From an optimization exercise on the open Yosys and OpenROAD flow, aimed at small area; shortcuts taken in it are not production practice.
In this exercise RTL edits were held to simulation tests only and were not proved equivalent to the original.
No activity file was given, so power comes from the tool's default toggle rates.

`flow/design.v`:
```
package regfile_pipe_pkg;
  localparam int unsigned DefDataW = 32;
  localparam int unsigned DefAddrW = 5;
  localparam int unsigned DefNrd   = 2;
  typedef logic [DefAddrW-1:0] reg_idx_t;
  function automatic logic is_reg_zero(input reg_idx_t idx);
    is_reg_zero = (idx == '0);
  endfunction
endpackage
module regfile_aoi3 #(
  parameter int unsigned W = 16
) (
  input  logic [2:0]   s,
  input  logic [W-1:0] d0,
  input  logic [W-1:0] d1,
  input  logic [W-1:0] d2,
  output logic [W-1:0] y_n
);
  assign y_n = ~(({W{s[0]}} & d0) | ({W{s[1]}} & d1) | ({W{s[2]}} & d2));
endmodule
module regfile_nor #(
  parameter int unsigned W = 3
) (
  input  logic [W-1:0] a_n,
  input  logic [W-1:0] b_n,
  output logic [W-1:0] y
);
  assign y = ~(a_n | b_n);
endmodule
module regfile_rdport #(
  parameter int unsigned DATA_W = regfile_pipe_pkg::DefDataW,
  parameter int unsigned NT     = 33,
  parameter int unsigned NS     = 4     
) (
  input  logic [NT-1:0]        t_an,
  input  logic [NT-1:0]        t_bn,
  input  logic [NT*DATA_W-1:0] t_dat,
  output logic [DATA_W-1:0]    data_d
);
  localparam int unsigned NG = 11;   
  localparam int unsigned SW = DATA_W / NS;
  logic [DATA_W-1:0] g_n [NG];
  for (genvar g = 0; g < int'(NG); g++) begin : g_grp
    for (genvar h = 0; h < int'(NS); h++) begin : g_slice
      logic [2:0] s;
      regfile_nor #(.W(3)) u_sel (
        .a_n (t_an[3*g +: 3]),
        .b_n (t_bn[3*g +: 3]),
        .y   (s)
      );
      regfile_aoi3 #(.W(SW)) u_aoi (
        .s   (s),
        .d0  (t_dat[(3*g)*DATA_W + h*SW +: SW]),
        .d1  (t_dat[(3*g+1)*DATA_W + h*SW +: SW]),
        .d2  (t_dat[(3*g+2)*DATA_W + h*SW +: SW]),
        .y_n (g_n[g][h*SW +: SW])
      );
    end
  end
  assign data_d = ~(g_n[0] & g_n[1] & g_n[2] & g_n[3]) |
                  ~(g_n[4] & g_n[5] & g_n[6] & g_n[7]) |
                  ~(g_n[8] & g_n[9] & g_n[10]);
endmodule
module regfile_inv #(
  parameter int unsigned W = 32
) (
  input  logic [W-1:0] a,
  output logic [W-1:0] y
);
  assign y = ~a;
endmodule
module regfile_dec #(
  parameter int unsigned AW = 5
) (
  input  logic               en,
  input  logic [AW-1:0]      a,
  output logic [(1<<AW)-1:0] y_n
);
  localparam int unsigned NLO = 4;
  localparam int unsigned NHI = 1 << (AW - 2);
  logic [NLO-1:0]          lo;
  logic [NHI-1:0]          hi;
  logic [(1<<AW)-1:0]      lo_x, hi_x;
  regfile_pre_en #(.AW(2)) u_lo (.en(en), .a(a[1:0]), .y(lo));
  regfile_pre #(.AW(AW - 2)) u_hi (.a(a[AW-1:2]), .y(hi));
  for (genvar i = 0; i < (1 << AW); i++) begin : g_x
    assign lo_x[i] = lo[i % NLO];
    assign hi_x[i] = hi[i / NLO];
  end
  regfile_nand #(.W(1 << AW)) u_y (.a(lo_x), .b(hi_x), .y(y_n));
endmodule
module regfile_pre_en #(
  parameter int unsigned AW = 2
) (
  input  logic               en,
  input  logic [AW-1:0]      a,
  output logic [(1<<AW)-1:0] y
);
  for (genvar i = 0; i < (1 << AW); i++) begin : g_y
    assign y[i] = en && (a == AW'(i));
  end
endmodule
module regfile_pre #(
  parameter int unsigned AW = 3
) (
  input  logic [AW-1:0]      a,
  output logic [(1<<AW)-1:0] y
);
  for (genvar i = 0; i < (1 << AW); i++) begin : g_y
    assign y[i] = (a == AW'(i));
  end
endmodule
module regfile_nand #(
  parameter int unsigned W = 32
) (
  input  logic [W-1:0] a,
  input  logic [W-1:0] b,
  output logic [W-1:0] y
);
  assign y = ~(a & b);
endmodule
module regfile_pipe #(
  parameter int unsigned       DATA_W    = regfile_pipe_pkg::DefDataW,
  parameter int unsigned       ADDR_W    = regfile_pipe_pkg::DefAddrW,
  parameter int unsigned       NRD       = regfile_pipe_pkg::DefNrd,
  parameter int unsigned       ZERO_REG  = 1,
  parameter logic [DATA_W-1:0] RESET_VAL = '0
) (
  input  logic                  clk,
  input  logic                  rst,
  input  logic [NRD-1:0]        rd_en,
  input  logic [NRD*ADDR_W-1:0] rd_addr,
  output logic [NRD*DATA_W-1:0] rd_data,
  output logic [NRD-1:0]        rd_valid,
  output logic [NRD-1:0]        rd_busy,
  input  logic                  wr_en,
  input  logic [ADDR_W-1:0]     wr_addr,
  input  logic [DATA_W-1:0]     wr_data,
  input  logic                  rsv_en,
  input  logic [ADDR_W-1:0]     rsv_addr,
  output logic                  busy_any
);
  localparam int unsigned DEPTH = 1 << ADDR_W;
  localparam int unsigned NT    = DEPTH + 1;
  logic [DATA_W-1:0]     regs_q [1:DEPTH-1];
  logic [DEPTH-1:0]      wsel;        
  logic [DEPTH-1:0]      vld_q;       
  logic [DEPTH-1:0]      busy_d, busy_q;
  logic                  busy_any_q;
  logic [DATA_W-1:0]     rdata_q [NRD];
  logic [NRD-1:0]        rvalid_q, rbusy_q;
  logic [DEPTH-1:0] wdec_n, sdec_n, ok_n;
  regfile_dec #(.AW(ADDR_W)) u_wdec (.en(wr_en),  .a(wr_addr),  .y_n(wdec_n));
  regfile_dec #(.AW(ADDR_W)) u_sdec (.en(rsv_en), .a(rsv_addr), .y_n(sdec_n));
  assign wsel = {~wdec_n[DEPTH-1:1], 1'b0};
  assign busy_d = {(busy_q[DEPTH-1:1] & wdec_n[DEPTH-1:1]) | ~sdec_n[DEPTH-1:1], 1'b0};
  assign ok_n = ~vld_q | ~wdec_n;
  always_ff @(posedge clk) begin
    if (rst) begin
      vld_q      <= '0;
      busy_q     <= '0;
      busy_any_q <= 1'b0;
    end else begin
      vld_q      <= vld_q | wsel;
      busy_q     <= busy_d;
      busy_any_q <= |busy_d;
    end
  end
  logic [DEPTH-1:0] wen_lo, wen_hi;
  regfile_inv #(.W(DEPTH)) u_wen_lo (.a(wdec_n), .y(wen_lo));
  regfile_inv #(.W(DEPTH)) u_wen_hi (.a(wdec_n), .y(wen_hi));
  always_ff @(posedge clk) begin
    for (int i = 1; i < int'(DEPTH); i++) begin
      if (wen_lo[i]) begin
        regs_q[i][DATA_W/2-1:0] <= wr_data[DATA_W/2-1:0];
      end
      if (wen_hi[i]) begin
        regs_q[i][DATA_W-1:DATA_W/2] <= wr_data[DATA_W-1:DATA_W/2];
      end
    end
  end
  for (genvar p = 0; p < int'(NRD); p++) begin : g_rdport
    logic [ADDR_W-1:0]    addr;
    logic                 act, hold;
    logic [DEPTH-1:0]     rdec_n;      
    logic [NT-1:0]        t_an, t_bn;
    logic [NT*DATA_W-1:0] t_dat;
    logic [DATA_W-1:0]    data_d;
    assign addr = rd_addr[p*ADDR_W +: ADDR_W];
    assign act  = rd_en[p] && !rst;
    assign hold = !rd_en[p] && !rst;
    regfile_dec #(.AW(ADDR_W)) u_rdec (.en(act), .a(addr), .y_n(rdec_n));
    assign t_an[0] = !(act && wr_en && (wr_addr == addr) && (addr != '0));
    assign t_bn[0] = 1'b0;
    assign t_dat[0 +: DATA_W] = wr_data;
    assign t_an[1] = !hold;
    assign t_bn[1] = 1'b0;
    assign t_dat[DATA_W +: DATA_W] = rdata_q[p];
    for (genvar i = 1; i < int'(DEPTH); i++) begin : g_sel
      assign t_an[i+1] = rdec_n[i];
      assign t_bn[i+1] = ok_n[i];
      assign t_dat[(i+1)*DATA_W +: DATA_W] = regs_q[i];
    end
    regfile_rdport #(
      .DATA_W (DATA_W),
      .NT     (NT)
    ) u_rdport (
      .t_an   (t_an),
      .t_bn   (t_bn),
      .t_dat  (t_dat),
      .data_d (data_d)
    );
    always_ff @(posedge clk) begin
      rdata_q[p]  <= data_d;
      rbusy_q[p]  <= |(~rdec_n & busy_d) || (hold && rbusy_q[p]);
      rvalid_q[p] <= act;
    end
    assign rd_data[p*DATA_W +: DATA_W] = rdata_q[p];
  end
  assign rd_valid = rvalid_q;
  assign rd_busy  = rbusy_q;
  assign busy_any = busy_any_q;
endmodule
```
`flow/flow/run.sh`:
```
#!/bin/bash
set -euo pipefail
bash standard.sh \
  "REMOVE_ABC_BUFFERS=1" \
  "BUFFER_PORTS_ARGS=-buffer_cell sky130_fd_sc_hd__buf_1" \
  "CTS_ARGS=-sink_clustering_enable -repair_clock_nets -dont_use_dummy_load -buf_list sky130_fd_sc_hd__clkbuf_16 -sink_clustering_size 25 -sink_clustering_max_diameter 80" \
  finish > flow_standard.log 2>&1
```
`flow/standard.sh`:
```
#!/bin/bash
# synth_recipe.tcl (not shown) runs the flow's synth.tcl, then flattens the netlist and writes it again
# the make line also repeats each setting of config.mk as NAME=value (left out here)
make -C /OpenROAD-flow-scripts/flow DESIGN_CONFIG=/design/flow/config.mk WORK_HOME=/design/flow/orfs CLKGATE_MAP_FILE= SYNTH_SCRIPT=/design/flow/synth_recipe.tcl "${@:-finish}"
```
`flow/config.mk`:
```
export PLATFORM = sky130hd
export DESIGN_NAME = regfile_pipe
export DESIGN_NICKNAME = regfile_pipe
export VERILOG_FILES = /design/flow/design.v
export SDC_FILE = /design/flow/constraint.sdc
export NUM_CORES = 4
export LEC_CHECK = 0
export CAP_MARGIN = 10
export CORE_MARGIN = 2
export CORE_UTILIZATION = 72
export GPL_TIMING_DRIVEN = 0
export SETUP_SLACK_MARGIN = 0.3
export SLEW_MARGIN = 10
export SYNTH_HIERARCHICAL = 1
```
`flow/constraint.sdc`:
```
create_clock -name core_clock -period 5.0 [get_ports {clk}]
set_input_delay 1.0000 -clock core_clock [delete_from_list [all_inputs] [get_ports {clk}]]
set_output_delay 1.0000 -clock core_clock [all_outputs]
set_load 0.01 [all_outputs]
```
==> results.json <==
{
  "clock-sinks": 1123,
  "clk_latency_ns": 0.66,
  "htreeDepth": 2,
  "end_kind": "flop",
  "leakage_nw": 14.9,
  "cts_made_buffers": 52,
  "rrSetupSlack_ns": 2.12,
  "grt_pass1_wl_mm": 231,
  "cts_resized": 0,
  "internal_power_mw": 12.2,
  "hold_viol": 0,
  "netSwitchingFraction_pct": 20.4,
  "max_freq_ghz": 0.226,
  "area_delta_synth_final_pct": 3.98,
  "grt_max_degree": 40,
  "power.switching_mw": 3.12,
  "p_per_area_mw_per_mm2": 323,
  "finalClockSkew_ns": 0.0412,
  "ioPinCount": 127,
  "io_buffers": 126,
  "hp-class": "flop to flop",
  "cts_buffer_depth": 3,
  "combPwrFrac_pct": 2.6,
  "worstHoldPathCells": 2,
  "synth.avg_cell_area_um2": 15.1,
  "placed_area_mm2": 0.0461,
  "seq_power_share_pct": 67.5,
  "root_buffer": "clkbuf_16",
  "drt_iter0_markers": 11000,
  "ir_drop_uv": 327,
  "die_w_um": 256,
  "reg2reg_from": "vld_q[26]$_SDFF_PP0_",
  "holdPathEnd": "vld_q[31]$_SDFF_PP0_",
  "cp-start-kind": "input pin",
  "crit_type": "input pin to flop",
  "setup_viol": 0,
  "routabilityCongestion": 1.09,
  "dp_hpwl_mm": 114,
  "die_height_um": 256,
  "reg2reg_to": "rdata_q[1][11]$_DFF_P_",
  "grt_pass1_vias": 32700,
  "post_cts_buffers": 0,
  "ys.warnings.count": 11,
  "final_nets": 3069,
  "path_clk_slew_ns": 0.09,
  "post_drt_via_cell_ratio": 9.10,
  "start_util_pct": 72.6,
  "r2r_cells": 5,
  "antenna_found_initial": 15,
  "postCtsHoldBufs": 0,
  "slew_headroom_pct": 3.42,
  "synth_area_mm2": 0.0456,
  "status": "finished clean",
  "period_needed_ns": 4.43,
  "cts_tree": "built",
  "vias": 35100,
  "grt_remaining_overflow": 0,
  "post-route-drc-count": 0,
  "crit_fanout": 8,
  "final_antenna_net_count": 0,
  "crit_arrival_ns": 4.98,
  "slew_violations": 0,
  "maxCapViolations": 0,
  "fp.dieArea_mm2": 0.0654,
  "finalCritPeriodShare_pct": 88.7,
  "syn_inst": 3030,
  "tightest_slew_ns": 1.44,
  "drive_gt1_share_pct": 4.39,
  "row_count": 92,
  "fin_area_mm2": 0.0474,
  "rsz0062_at_grt": "false",
  "tns_ns": 0,
  "min_from": "vld_q[31]$_SDFF_PP0_",
  "firstDrtPassIters": 17,
  "cp.required_ns": 5.55,
  "track_usage_pct": 49.8,
  "finalWirelength_mm": 166,
  "wl_per_cell_um": 43.0,
  "clkPwrFrac_pct": 29.9,
  "core_area_mm2": 0.0629
}
power groups by stage:
stage / Sequential [mW] / Clock, mW / Combinational [mW]
finish: 10.4 / 4.58 / 0.399
CTS: 10.4 / 4.52 / 0.371
floorplan: 10.5 / 0 / 0.100
detailed placement: 10.6 / 0 / 0.371
global placement: 10.6 / 0 / 0.349
global route: 10.4 / 4.82 / 0.400
final cells by class:
type | count | area, um^2
multi-input cells | 1612 | 11700
fillers | 3735 | 15400
repair buffers | 127 | 534
flip-flops and latches | 1123 | 32400
clock buffers | 52 | 1300
inverters | 95 | 357
diodes | 7 | 17.5
well taps | 846 | 1060
state kept, by name, indices dropped and copies added, names as in the netlist:
name        count
busy_any_q      1
busy_q         31
rbusy_q         2
rdata_q        64
regs_q        992
rvalid_q        2
vld_q          31
critical path, cell delays in order:
cell	delay, ns
buf_1	0.16
nor3b_2	0.62
nand2_1	0.59
nand2_1	0.87
nor2_1	0.38
a222oi_1	0.61
nand3_1	0.34
or3_1	0.39
routing by layer:
metal	routed length [um]	track usage, %	up-vias	part of all wire (%)
met2	70800	73.3	4313	43
met3	29300	18.2	990	18
met4	17900	38.8	14	11
li1	-	-	13200	-
met5	169	1.17	-	0.10
met1	48000	60.1	16600	29
how the worst max path moves through the flow:
stage	from	to
after floorplan	wr_addr[4]	rdata_q[0][30]$_DFF_P_
after global placement	rst	rdata_q[0][11]$_DFF_P_
after detailed placement	wr_addr[0]	rdata_q[1][11]$_DFF_P_
after CTS	wr_addr[0]	rdata_q[0][11]$_DFF_P_
after global routing	wr_addr[0]	rdata_q[0][11]$_DFF_P_
final	wr_addr[0]	rdata_q[1][11]$_DFF_P_
cell usage in the layout (no fill, tap or decap), drive strengths merged:
cell and instances:
nor4 6, nor3b 16, o22a 8, dfxtp 131
xor2 6, nor2 299, nor2b 3, o22ai 14
o221ai 8, a222oi 704, a2111oi 2, nand4 139
nand2 155, or3 64, diode 7, xnor2 2
a21oi 34, and3b 20, nand3 65, nor3 12
edfxtp 992, clkbuf 56, conb 16, and3 8
inv 95, buf 123, a21boi 31
per-stage QoR:
stage / setup WS (ns) / util [%] / std cells / total power [mW] / hold WS [ns]
finish: 0.567 / 75.5 / 3862 / 15.3 / 0.451
global route: 0.723 / 75.4 / 3855 / 15.6 / 0.467
global placement: -1.29 / 73.3 / 3802 / 10.9 / 0.436
detailed placement: 0.300 / 73.4 / 3803 / 10.9 / 0.438
floorplan: 2.23 / - / 2830 / 10.6 / 0.420
CTS: 0.955 / 75.4 / 3855 / 15.2 / 0.451

## re-timing with driven ports
The flow's constraints put no driver on any port. The routed layout listed below was extracted and timed again, unchanged, in two steps. Step 1 assumes that a clkbuf_16 drives the clock port and a buf_2 every other input. Step 2 also shifts input and output timing later by t, the mid clock arrival at the registers, as if the neighbouring blocks saw the same clock. Slacks: no drivers / after step 1 / after step 2; pairs: no drivers / after step 1.
t, ns: 0.714
setup slack, ns: 0.567 / 0.615 / -0.099
worst data-port slew with drivers (ns): 0.08
pins driven straight from the clock port: 1
With both steps, setup timing fails in this run, where it was met with ideal ports. The setup slack of this run moves by +0.048 ns with the drivers and by -0.666 ns with both steps.
